Background: an optimization exercise with open tools, aiming at small area. Do not read the settings as production practice.
The RTL was checked by simulation tests, not by an equivalence proof against the original design.
Power figures rest on the tool's default switching activity, not on a simulated workload.

--- flow/flow/run.sh ---
#!/bin/bash
# Standard layout, with single-drive buffers on the ports instead of the
# delay buffers buffer_ports picks by default.
set -euo pipefail
bash standard.sh "BUFFER_PORTS_ARGS=-buffer_cell sky130_fd_sc_hd__buf_1" finish > standard_flow.log 2>&1
--- flow/standard.sh ---
#!/bin/bash
# synth_recipe.tcl (not shown) runs the flow's synth.tcl, then flattens the netlist and writes it again
# the make line also repeats each setting of config.mk as NAME=value (left out here)
make -C /OpenROAD-flow-scripts/flow DESIGN_CONFIG=/design/flow/config.mk WORK_HOME=/design/flow/orfs CLKGATE_MAP_FILE= SYNTH_SCRIPT=/design/flow/synth_recipe.tcl "${@:-finish}"
--- flow/config.mk ---
export PLATFORM = sky130hd
export DESIGN_NAME = pkt_match_top
export DESIGN_NICKNAME = pkt_match_top
export VERILOG_FILES = /design/flow/design.v
export SDC_FILE = /design/flow/constraint.sdc
export NUM_CORES = 4
export LEC_CHECK = 0
export CAP_MARGIN = 20
export CORE_MARGIN = 2
export CORE_UTILIZATION = 50
export CTS_CLUSTER_DIAMETER = 70
export CTS_CLUSTER_SIZE = 30
export SLEW_MARGIN = 20
--- flow/constraint.sdc ---
create_clock -name core_clock -period 5.0 [get_ports {clk_net}]
set_input_delay 1.0000 -clock core_clock [delete_from_list [all_inputs] [get_ports {clk_net}]]
set_output_delay 1.0000 -clock core_clock [all_outputs]
set_load 0.01 [all_outputs]
--- flow/design.v ---
`default_nettype none
package pkt_match_pkg;
  localparam int WORD_BYTES = 8;
  localparam int TYPE_BYTES = 4;
  localparam int TYPE_MAX_OFF = WORD_BYTES - TYPE_BYTES;
  typedef logic [8*WORD_BYTES-1:0] data_t;
  typedef logic [$clog2(WORD_BYTES)-1:0] last_byte_t;
  typedef logic [$clog2(WORD_BYTES)-1:0] byte_off_t;
  typedef logic [3:0] word_off_t;
  typedef logic [15:0] buffer_t;
  typedef logic [8*TYPE_BYTES-1:0] type_pat_t;
  typedef struct packed {
    logic       sop;
    logic       eop;
    last_byte_t last_byte;
    data_t      data;
  } pkt_word_t;
  typedef struct packed {
    word_off_t word;
    byte_off_t off;
  } type_sel_t;
  typedef struct packed {
    logic      valid;
    word_off_t off;
    data_t     pattern;
    buffer_t   buffer;
  } sym_match_t;
  localparam int SYM_BITS = 1 + 4 + 8*WORD_BYTES + 16;
  typedef struct packed {
    pkt_word_t word;
    buffer_t   buffer;
  } out_word_t;
  typedef struct packed {
    pkt_word_t word;
    logic      first;
    logic      type_found;
    logic      sym_found;
    buffer_t   sym_buffer;
  } cmp_word_t;
  typedef enum logic [0:0] {
    IDLE      = 1'b0,
    IN_PACKET = 1'b1
  } pkt_state_t;
  function automatic logic [WORD_BYTES-1:0] last_byte_mask(last_byte_t last_byte);
    logic [WORD_BYTES-1:0] mask;
    for (int i = 0; i < WORD_BYTES; i++) begin
      mask[i] = (i <= last_byte);
    end
    last_byte_mask = mask;
  endfunction
endpackage
`default_nettype wire
`timescale 1ns/1ps
`default_nettype none
module pkt_match_top
#(
  parameter int N_SYMBOLS = 4
) (
  input  logic                         clk_net,
  input  logic                         rst_net,
  input  logic                         in_vld,
  input  pkt_match_pkg::pkt_word_t                    in_word,
  input  pkt_match_pkg::type_sel_t                    type_sel,
  input  pkt_match_pkg::type_pat_t                    type_pat,
  input  logic [N_SYMBOLS-1:0][pkt_match_pkg::SYM_BITS-1:0]   symbols,
  output logic                         out_vld,
  output pkt_match_pkg::out_word_t                    out_word
);
  logic                       in_pkt_r;
  logic                       accept;
  logic                       sop_acc;
  logic [3:0]                 idx_r;
  logic [3:0]                 idx;
  logic [3:0]                 tword_r;
  logic [4:0]                 toh_r;
  pkt_match_pkg::type_pat_t   tpat_r;
  logic [N_SYMBOLS-1:0][pkt_match_pkg::SYM_BITS-1:0] syms_r;
  logic [3:0]                 tword;
  logic [4:0]                 toh;
  pkt_match_pkg::type_pat_t   tpat;
  logic [N_SYMBOLS-1:0][pkt_match_pkg::SYM_BITS-1:0] syms;
  logic                       vld_r;
  pkt_match_pkg::pkt_word_t   word_r;
  logic                       tf_r;
  logic [N_SYMBOLS-1:0]       hit_r;
  logic                       got_type_r;
  logic [N_SYMBOLS-1:0]       sym_oh_r;
  logic        eop;
  logic [2:0]  lb;
  logic [63:0] data;
  logic [31:0] tsh;
  logic        t_len_ok, tf;
  logic [N_SYMBOLS-1:0] hit;
  logic        full_word;
  pkt_match_pkg::sym_match_t sym_c;
  pkt_match_pkg::sym_match_t sym_b;
  logic        sf;
  logic [N_SYMBOLS-1:0] hi_oh, sel_oh;
  logic        type_any;
  logic [15:0] buf_sel;
  always_comb begin
    eop  = in_word.eop;
    lb   = in_word.last_byte;
    data = in_word.data;
    accept  = in_vld & (in_word.sop | in_pkt_r);
    sop_acc = in_vld & in_word.sop;
    for (int i = 0; i <= 4; i++) toh[i] = sop_acc ? (type_sel.off == 3'(i)) : toh_r[i];
    tword = sop_acc ? type_sel.word : tword_r;
    tpat = sop_acc ? type_pat : tpat_r;
    syms = sop_acc ? symbols  : syms_r;
    idx = in_word.sop ? 4'd0 : idx_r + 4'd1;
    tsh = '0;
    for (int i = 0; i <= 4; i++) begin
      tsh = tsh | ({32{toh[i]}} & data[8*i +: 32]);
    end
    t_len_ok = ~eop | (toh[0] & (lb >= 3'd3)) | (toh[1] & (lb >= 3'd4)) |
               (toh[2] & (lb >= 3'd5)) | (toh[3] & (lb >= 3'd6)) | (toh[4] & (lb == 3'd7));
    tf = (tword == idx) & (|toh) & t_len_ok & (tsh == tpat);
    full_word = ~eop | (lb == 3'd7);
    for (int k = 0; k < N_SYMBOLS; k++) begin
      sym_c = syms[k];
      hit[k] = full_word & sym_c.valid & (sym_c.off == idx) & (sym_c.pattern == data);
    end
  end
  always_ff @(posedge clk_net) begin
    if (rst_net) begin
      in_pkt_r <= 1'b0;
      vld_r    <= 1'b0;
    end else begin
      vld_r <= accept;
      if (accept) begin
        in_pkt_r <= ~eop;
      end
    end
  end
  always_ff @(posedge clk_net) begin
    word_r <= in_word;
    tf_r   <= tf;
    hit_r  <= hit;
    tword_r <= tword;
    toh_r  <= toh;
    tpat_r <= tpat;
    syms_r <= syms;
    if (accept) begin
      idx_r <= idx;
    end
  end
  always_comb begin
    hi_oh = {hit_r[3], hit_r[2] & ~hit_r[3], hit_r[1] & ~hit_r[2] & ~hit_r[3],
             hit_r[0] & ~hit_r[1] & ~hit_r[2] & ~hit_r[3]};
    sf = |hit_r;
    type_any = tf_r | (~word_r.sop & got_type_r);
    sel_oh   = sf ? hi_oh : (word_r.sop ? '0 : sym_oh_r);
    buf_sel = '0;
    for (int k = 0; k < N_SYMBOLS; k++) begin
      sym_b   = syms_r[k];
      buf_sel = buf_sel | ({16{sel_oh[k]}} & sym_b.buffer);
    end
    out_vld         = vld_r;
    out_word.word   = word_r;
    out_word.buffer = (word_r.eop & type_any & (|sel_oh)) ? buf_sel : 16'd0;
  end
  always_ff @(posedge clk_net) begin
    if (vld_r) begin
      got_type_r <= type_any;
      sym_oh_r   <= sel_oh;
    end
  end
endmodule
`default_nettype wire
==> results of run 1 <==
-- stage by stage --
step	power (mW)	util, %	hold slack, ns	area (um^2)	worst slack [ns]
6_report	9.13	60.8	0.462	22800	0.841
5_1_grt	9.47	60.8	0.466	22800	0.688
3_5_place_dp	5.95	57.2	0.436	21400	0.863
3_3_place_gp	5.92	57.2	0.434	21400	0.853
2_1_floorplan	5.41	-	0.417	19000	0.342
4_1_cts	9.13	60.8	0.456	22800	0.806
-- path summary, 6_finish.rpt --
kind	cells after the start	start	endpoint	slack, ns
max	6	hit_r[0]	out_word[4]	0.84
min	2	syms_r[252]	syms_r[252]	0.46
max reg2reg	7	idx_r[0]	tf_r	2.17
min reg2reg	2	syms_r[252]	syms_r[252]	0.46
-- cells by family after synthesis --
kind of cell | Yosys count
simple gates | 945
flops | 466
xor+xnor | 237
buf+inv | 214
compound gates | 187
mux | 66
fa+ha+maj | 1
-- state kept, by name, summed over array words and instances, names as in the netlist --
name	flops
syms_r	340
word_r	69
tpat_r	32
toh_r	5
hit_r	4
idx_r	4
sym_oh_r	4
tword_r	4
got_type_r	1
in_pkt_r	1
tf_r	1
vld_r	1
-- cells in the mapped netlist, types with 14 or more instances --
library cell	count
a22oi_1	38
xor2_1	107
o22ai_1	14
inv_1	65
dfxtp_1	393
buf_1	30
nor2_1	22
clkbuf_1	93
nor4_1	45
buf_2	23
a222oi_1	49
nand2_1	798
edfxtp_1	73
mux2i_1	55
xnor2_1	130
nand4_1	43
a21oi_1	42
-- metal layers --
metal  wire (um)  vias up  part of all wire (%)  global-route usage, %
met5          89        -                  0.12                      0
met4        2850       12                   3.9                   14.1
met3        6820      163                   9.4                   6.36
met2       33100      841                    46                   57.1
met1       29400     8033                    41                   47.1
li1            -     7950                     -                      -
-- power breakdown --
part	internal [mW]	leakage (nW)	total [mW]	switching, mW
Sequential	4.22	3.99	4.33	0.105
Clock	1.57	0.642	3.22	1.65
Combinational	0.586	5.26	1.58	0.993
-- critical path: cells and delay by family (launching register included) --
family,cells,cell delay (ns)
AOI/OAI and AO/OA,2,0.53
buffers and inverters,1,0.19
DFF,1,0.46
and+or+nand+nor,3,1.40
-- final cells by class --
type	count	area [um^2]	area share, %
Timing Repair Buffer	580	2390	10.5
Sequential cell	466	10100	44.1
Tap cell	511	639	2.80
Antenna cell	10	25.0	0.110
Inverter	66	255	1.12
Multi-Input combinational cell	1436	8090	35.5
Clock inverter	22	347	1.52
Clock buffer	41	993	4.36
==> notes.md, run 1 <==
- Outcome: no timing/DRC/antenna violations
- Yosys top cell area share: approximately two fifths
- Yosys warnings: 1
- Ports: between 500 and 600
- Clock root cell: clkbuf_16
- Initial antenna violation count: 15
- Post-CTS Setup Bufs: 0
- Post-synthesis compound-gate area fraction: approximately 7.5%
- Seq/Total Area, Yosys: a little over half
- Global-route wire length before repair: 101,000 um
- # nets final: just over 3,000
- Antenna violation net count after detailed routing: 0
- Post-Synth Adder-Cell Area: 0.0660%
- Routed vias: around 17,000
- Layout Cells excl Fill: approximately 3,100
- Lkg Pwr: between 9 and 10 nW
- Max Cap Viol: 0
- Post-synth top flop: dfxtp_1
- Clock Pin Slew Worst Setup and Hold Paths: 0.09 ns
- CTS tree: yes
- Area growth, synth to finish: 20.2%
- CTS Buf Count: 35
- Setup TNS: 0 ns
- Final GP Congestion: around 0.95
- GR Overflow Total: 0
- Hold-fix buffers at CTS: 0
- Setup Viol. Count Final: 0
- RSZ-0062 raised after global routing: false
- Largest net degree at the start of global routing: between 150 and 200
- Main combinational cell family by area after synthesis: simple AND/OR/NAND/NOR gates
- DRT iter0 DRCs: around 1,800
- Starting Density: between 50% and 60%
- Unique masters post-synth: 53
- Port Buffers: 536
- Tcrit/Tclk final: 83.2%
- Routed wire length: 72,300 um
- Flops & latches, synth: about 470
- Gate Count Post-Synth: between 2,000 and 2,500
- Share of layout cells above drive strength 1: approximately 5%
- Worst setup EP type: output port
- GRT Total Usage: 35.4%
- Fmax: ~240 MHz
- CP max-delay cell: or4b_2
- Clock Skew: 0.0231 ns
- Hold crit path type: flip-flop to flip-flop
- Total core area: 37,500 um^2
- Fillers: about 3,500
- Die height: just under 200 um
- CP Class: flip-flop to output port
- HPWL Detailed: about 54,000 um
- DRT Pass-1 Iters: 10
- Rel. slew slack: between 10% and 20%
- Commonest cells after routing, fill and taps aside: nand2_1, buf_1, dfxtp_1
- Post-cts resize count: 0
- Worst Path Arrival: ~3.2 ns
- Post-placement cell count: 3,059
- Skew-Pair Late Insertion Delay: 0.58 ns
- Commonest non-fill, non-tap cell in the layout: nand2_1
- Clock Path Buffers: 3
- Clk sink count: 466
- Max stage delay on crit path: slightly below 0.7 ns
- Post-Syn Area per Cell: approximately 9 um^2
- Hold Violations, Final: 0
- Mux contribution to synthesized area: under 10%
- Synthesized net count: roughly 2,600
- VDD IR-drop max: around 0.00026 V
- H-tree depth: 2
- Post-synth EDFFs: 73
- Synth Area in Simple Gates: between 20% and 30%
- Crit path cell chain: nor3_1 -> a31o_2 -> or4b_2 -> nand3_1 -> a21oi_1 -> buf_1
- Final Slew Violations: 0
- DRC errors left: 0
- Post-Synth XOR/XNOR Area: a little over a tenth
- Synth async-reset ratio: 0%
- Area leader, netlist: dfxtp_1
- Slew @ Worst Pin: roughly 1.2 ns
- WL/cell: 23.1 um
- # rows: 71
- Worst setup SP type: flip-flop
- Die area: around 40,000 um^2
- Req. time, crit path: around 4.0 ns
- Vias in the first global route: 15,800
- Main area contributors after synthesis: dfxtp_1, nand2_1, edfxtp_1
- Width of the die: slightly below 200 um
- Avg Vias per Cell: 5.43
- Post-synthesis instance area: ~19,000 um^2
- Final min period: ~4.2 ns
- Pwr dens: ~400 nW/um^2
- CP Max Fanout: 18
==> run 2: changes to the inputs <==
--- a/flow/config.mk
+++ b/flow/config.mk
@@ -8,6 +8,4 @@
 export CAP_MARGIN = 20
 export CORE_MARGIN = 2
 export CORE_UTILIZATION = 50
-export CTS_CLUSTER_DIAMETER = 70
-export CTS_CLUSTER_SIZE = 30
 export SLEW_MARGIN = 20
==> notes.md, run 2 <==
- Final GP Congestion: ~0.95
- Commonest non-fill, non-tap cell in the layout: nand2_1
- Port Buffers: ~540
- Antenna violation net count after detailed routing: 0
- Layout Cells excl Fill: ~3,200
- Hold EP: syms_r[252]
- Worst setup EP type: output port
- NetSw: 2.61 mW
- DRC errors left: 0
- Area leader, netlist: dfxtp_1
- Skew-Pair Late Insertion Delay: between 0.5 and 0.6 ns
- Rel. slew slack: approximately 14%
- Width of the die: slightly below 200 um
- Post-cts resize count: 0
- Clk sink count: 466
- Slew @ Worst Pin: about 1.3 ns
- Yosys warnings: 1
- Clock Pin Slew Worst Setup and Hold Paths: approximately 0.06 ns
- Setup Viol. Count Final: 0
- GRT Total Usage: between 30% and 40%
- Switch share: between 20% and 30%
- Crit path max-delay family: simple AND/OR/NAND/NOR gates
- Unique masters post-synth: 53
- Commonest cells after routing, fill and taps aside: nand2_1, buf_1, dfxtp_1
- Reg-to-Reg End: tf_r
- Global-route wire length before repair: slightly above 100,000 um
- Worst Path Arrival: approximately 3.2 ns
- Gate Count Post-Synth: ~2,100
- Post-synth top flop: dfxtp_1
- Final Power: 9.60 mW
- Final min period: 4.20 ns
- Flop pwr share: between 40% and 50%
- CTS tree: yes
- Max stage delay on crit path: 0.68 ns
- Post-synth EDFFs: 73
- Req. time, crit path: 4.00 ns
- Setup TNS: 0 ns
- # nets final: 3,051
- Main area contributors after synthesis: dfxtp_1, nand2_1, edfxtp_1
- Initial antenna violation count: 15
- Total core area: 37,500 um^2
- Flops & latches, synth: around 470
- Clock root cell: clkbuf_16
- Largest net degree at the start of global routing: roughly 160
- WHS Path Cells: 2
- Clk pwr share: about two fifths
- CP max-delay cell: or4b_2
- Vias in the first global route: 16,000
- Die height: 199 um
- Worst r2r src: idx_r[0]
- Hold crit path type: flip-flop to flip-flop
- Top flop regs: syms_r (340), word_r (69), tpat_r (32)
- Post-Syn Area per Cell: 8.96 um^2
- Lkg Pwr: about 10 nW
- CP Max Fanout: 18
- Pwr dens: 416 nW/um^2
- Synth async-reset ratio: 0%
- Routed wire length: about 73,000 um
- Fmax: about 240 MHz
- Seq/Total Area, Yosys: between 50% and 60%
- Hold-fix buffers at CTS: 0
- Post-synthesis instance area: approximately 19,000 um^2
- Largest register FFs: 340
- HPWL Detailed: 53,700 um
- DRT iter0 DRCs: 1,868
- Post-placement cell count: between 3,000 and 4,000
- Worst setup SP type: flip-flop
- Worst r2r path cells: 7
- # rows: 71
- Share of layout cells above drive strength 1: 5.31%
- Area growth, synth to finish: 21.8%
- RSZ-0062 raised after global routing: false
- CTS Buf Count: 49
- Avg Vias per Cell: 5.40
- Synthesized net count: approximately 2,600
- Internal reg-to-reg setup slack: ~2.2 ns
- DRT Pass-1 Iters: 9
- Die area: 39,500 um^2
- Most frequent cell after synthesis: nand2_1
- Starting Density: 50.6%
- Ports: between 500 and 600
- Yosys top cell area share: between 40 and 50%
- Post-CTS Setup Bufs: 0
- VDD IR-drop max: between 0.0003 and 0.0004 V
- Tcrit/Tclk final: between 80% and 90%
- Clock Skew: about 0.021 ns
- Hold Violations, Final: 0
- Pint: between 6 and 7 mW
- Crit path cell chain: nor3_1 -> a31o_2 -> or4b_2 -> nand3_1 -> a21oi_1 -> buf_1
- Final Slew Violations: 0
- Biggest register: syms_r
- WP buf/inv: 1
- GR Overflow Total: 0
- Gate power share: between 10% and 20%
- Routed vias: 17,100
- Layout Utilization: between 60% and 70%
- Max Cap Viol: 0
- Top cells by count, synth: nand2_1, dfxtp_1, xnor2_1, xor2_1, clkbuf_1
- CP Class: flip-flop to output port
- WL/cell: 22.9 um
- Clock Path Buffers: 3
- Min Hold Slack: about 0.46 ns
- HP Start: syms_r[252]
- H-tree depth: 2
- Outcome: no timing/DRC/antenna violations
==> run 2: how the worst max path moves through the flow <==
| stage | from | to | slack [ns] | cells past startpoint |
|---|---|---|---|---|
| final | hit_r[1] | out_word[4] | 0.80 | 6 |
| after global routing | hit_r[1] | out_word[4] | 0.66 | 6 |
| after CTS | hit_r[0] | out_word[1] | 0.78 | 6 |
| after detailed placement | in_word[68] | hit_r[2] | 0.86 | 9 |
| after global placement | in_word[68] | hit_r[2] | 0.85 | 9 |
| after floorplan | in_word[68] | hit_r[3] | 0.34 | 12 |
==> run 2: worst register-to-register path, delay by kind of cell (launching register included) <==
family / cells / cell delay (ns)
XOR/XNOR: 1 / 0.12
flip-flops: 1 / 0.43
buffers and inverters: 1 / 0.31
AND/OR/NAND/NOR: 5 / 1.84
==> run 2: area by class of cell <==
cell class	instances	area, um^2
Inverter	66	255
Antenna cell	15	37.5
Clock buffer	76	1470
Fill cell	3472	14400
Multi-Input combinational cell	1436	8090
Tap cell	511	639
Clock inverter	14	156
Sequential cell	466	10100
Timing Repair Buffer	580	2390
==> run 2: power by group through the flow <==
| stage | clock [mW] | combinational [mW] | sequential (mW) |
|---|---|---|---|
| after floorplan | 0 | 1.01 | 4.40 |
| after global placement | 0 | 1.52 | 4.40 |
| after detailed placement | 0 | 1.54 | 4.41 |
| after CTS | 3.73 | 1.56 | 4.33 |
| after global routing | 3.88 | 1.71 | 4.37 |
| final | 3.69 | 1.58 | 4.33 |
==> run 2: logic make-up (layout without fill, tap and decap cells) <==
logic type	Yosys count	in the layout	share of synthesized area, %
flip-flops	466	466	53.0
XOR/XNOR	237	237	10.9
AND/OR/NAND/NOR	945	945	20.5
AO/OA/AOI/OAI	187	187	7.49
multiplexers	66	66	3.56
other	0	15	0
buffers and inverters	214	736	4.45
adder cells (fa/ha/maj)	1	1	0.0660
==> run 2: per-layer routing <==
layer,up-vias,track usage (%),wire length [um]
met5,-,0,57
met4,8,17.9,3650
met3,191,7.77,7140
met2,842,55.5,32500
met1,8067,46.6,29200
li1,7989,-,-
==> run 2: through the flow <==
stage / cell area, um^2 / worst slack (ns)
detailed placement: 21400 / 0.863
global placement: 21400 / 0.853
floorplan: 19000 / 0.342
finish: 23100 / 0.798
global route: 23100 / 0.657
CTS: 23100 / 0.784
==> run 3: changes to the inputs <==
--- a/flow/config.mk
+++ b/flow/config.mk
@@ -8,4 +8,5 @@
 export CAP_MARGIN = 20
 export CORE_MARGIN = 2
 export CORE_UTILIZATION = 50
+export GPL_TIMING_DRIVEN = 0
 export SLEW_MARGIN = 20
==> notes.md, run 3 <==
- Final Slew Violations: 0
- Flops & latches, synth: approximately 470
- Area growth, synth to finish: 23.4%
- Hold-fix buffers at CTS: 0
- Avg Vias per Cell: 5.50
- GR Overflow Total: 0
- Worst setup EP type: flip-flop
- Largest net degree at the start of global routing: 30
- Slew @ Worst Pin: 1.33 ns
- Biggest register: syms_r
- Fmax: slightly below 200 MHz
- Violated checks: setup timing
- Die height: 199 um
- Yosys warnings: 1
- # nets final: roughly 3,200
- Clock Path Buffers: 3
- Internal reg-to-reg setup slack: 1.40 ns
- Top cells by count, synth: nand2_1, dfxtp_1, xnor2_1, xor2_1, clkbuf_1
- CTS Buf Count: slightly below 50
- Rel. slew slack: ~11%
- Vias in the first global route: approximately 17,000
- # rows: ~70
- GRT Total Usage: approximately two fifths
- Share of layout cells above drive strength 1: roughly 4.8%
- Gate Count Post-Synth: 2,116
- Synth Area in Simple Gates: 20.5%
- Post-Syn Area per Cell: about 9 um^2
- Fillers: ~3,400
- Synth async-reset ratio: 0%
- Layout Utilization: between 60% and 70%
- CP Class: input port to flip-flop
- Commonest non-fill, non-tap cell in the layout: nand2_1
- Initial antenna violation count: 3
- DRT Pass-1 Iters: 11
- Global-route wire length before repair: around 110,000 um
- DRT iter0 DRCs: about 1,800
- Final min period: 5.07 ns
- Post-CTS Setup Bufs: 0
- Antenna violation net count after detailed routing: 0
- WL/cell: ~24 um
- DRC errors left: 0
- Ports: around 540
- Width of the die: 199 um
- Starting Density: between 50 and 60%
- Main area contributors after synthesis: dfxtp_1, nand2_1, edfxtp_1
- Post-synthesis compound-gate area fraction: under 10%
- Worst setup SP type: input port
- Yosys top cell area share: approximately two fifths
- Post-synthesis instance area: 19,000 um^2
- RSZ-0062 raised after global routing: false
- VDD IR-drop max: around 0.00028 V
- Die area: a little under 40,000 um^2
- Hold crit path type: flip-flop to flip-flop
- Clock Pin Slew Worst Setup and Hold Paths: 0.06 ns
- Post-Synth Adder-Cell Area: 0.0660%
- Commonest cells after routing, fill and taps aside: nand2_1, buf_1, dfxtp_1
- Final GP Congestion: 1.00
- Setup ws final: -0.0671 ns
- Post-Synth XOR/XNOR Area: ~11%
- Hold Violations, Final: 0
- Lkg Pwr: approximately 10 nW
- H-tree depth: 2
- Tcrit/Tclk final: 101%
- HPWL Detailed: roughly 60,000 um
- Seq/Total Area, Yosys: a little over half
- Pwr dens: ~420 nW/um^2
- Clk sink count: ~470
- CTS tree: yes
- Setup Viol. Count Final: 2
- Clock Skew: 0.0150 ns
- CP Max Fanout: 10
- Post-synth EDFFs: 73
- Max Cap Viol: 0
- Total core area: approximately 37,000 um^2
- Post-synth top flop: dfxtp_1
- Unique masters post-synth: 53
- Final Power: just under 10 mW
- Area leader, netlist: dfxtp_1
- Synthesized net count: 2,568
- Skew-Pair Late Insertion Delay: 0.59 ns
- Post-cts resize count: 0
- Port Buffers: roughly 540
- Placement Cell Area: ~22,000 um^2
- Worst Path Arrival: 5.45 ns
- Routed vias: about 18,000
- Routed wire length: ~80,000 um
- Outcome: finished with violations
- Most frequent cell after synthesis: nand2_1
- Main combinational cell family by area after synthesis: simple AND/OR/NAND/NOR gates
- Req. time, crit path: ~5.4 ns
- Top flop regs: syms_r (340), word_r (69), tpat_r (32)
- Mux contribution to synthesized area: around 3.6%
- Largest register FFs: 340
- Final instance area: around 23,000 um^2
- Clock root cell: clkbuf_16
[run 3: cell counts after synthesis]
Identical to the previous run, type by type.
[run 3: cell type report]
cell class                 count  area, um^2  share of cell area, %
sequential                   466       10100                   43.0
multi-input combinational   1436        8080                   34.5
buffer                       148         597                   2.55
timing repair buffer         539        2070                   8.84
inverter                      66         248                   1.06
tap                          511         639                   2.73
clock buffer                  71        1450                   6.20
antenna                        4        10.0                 0.0428
clock inverter                19         258                   1.10
[run 3: logic make-up after synthesis]
family / after synthesis
adder cells (fa/ha/maj): 1
flip-flops: 466
AND/OR/NAND/NOR: 945
multiplexers: 66
XOR/XNOR: 237
AO/OA/AOI/OAI: 187
buffers and inverters: 214
[run 3: through the flow]
step / hold WS [ns] / worst slack, ns / TNS (ns) / instances
global placement: 0.428 / -2.61 / -91.62 / 3163
global route: 0.476 / 0.0459 / 0 / 3259
CTS: 0.456 / 0.208 / 0 / 3256
floorplan: 0.417 / 0.342 / 0 / 2116
detailed placement: 0.442 / -0.417 / -0.811 / 3166
finish: 0.457 / -0.0671 / -0.0895 / 3260
[run 3: critical path: stages]
cell and delay [ns]:
buf_1 0.37, nand2_2 0.12, inv_2 0.25, clkbuf_1 0.68, clkbuf_1 0.69, nand2_1 0.26
a221oi_1 0.53, nand4_1 0.16, nor4_1 0.29, nand4_1 0.12, nor4_1 0.98
[run 3: routing by layer]
| metal | routed length (um) | up-vias | GRT usage, % |
|---|---|---|---|
| met5 | 0 | - | 0 |
| met3 | 8140 | 208 | 7.93 |
| met4 | 4260 | 0 | 20.0 |
| met2 | 35700 | 1076 | 61.4 |
| met1 | 31700 | 8433 | 51.4 |
| li1 | - | 8208 | - |
[run 3: power by group]
| part | internal, mW | switching (mW) |
|---|---|---|
| Sequential | 4.23 | 0.109 |
| Clock | 2.32 | 1.55 |
| Combinational | 0.591 | 1.08 |
| Total | 7.14 | 2.74 |
[run 3: final timing paths]
path | startpoint | end | depth (start not counted)
worst min register to register | syms_r[339] | syms_r[339] | 2
worst max register to register | idx_r[0] | hit_r[0] | 8
worst max-delay path | in_vld | hit_r[0] | 11
worst min-delay path | syms_r[339] | syms_r[339] | 2

-- re-timing with driven ports --
In the flow no input, the clock included, has a driving cell. The finished layouts below were timed again as built, in two steps. Step 1 sets driving cells, clkbuf_16 on the clock port and buf_2 on the other inputs (assumed; they add their load-dependent delay and slew). Step 2 moves the port delays by t, midway between the first and last clock arrival at a register: inputs arrive t later, outputs are due t later. That takes back most of the time a late clock gives input paths. a / b / c = no drivers / after step 1 / after step 2; a / b = the first two.
run	t (ns)	setup WS [ns]	worst hold slack (ns)	worst setup path after step 2	worst slew at a driven data input, ns
run 1	0.630	0.841 / 0.778 / 0.746	0.462 / 0.462 / 0.462	input to register	0.13
run 2	0.641	0.798 / 0.738 / 0.788	0.458 / 0.458 / 0.458	input to register	0.13
run 3	0.644	-0.067 / -0.034 / -0.678	0.457 / 0.457 / 0.457	input to register	0.14
The setup slack of run 3, which loses most, moves by +0.033 ns with the drivers and by -0.611 ns with both steps.
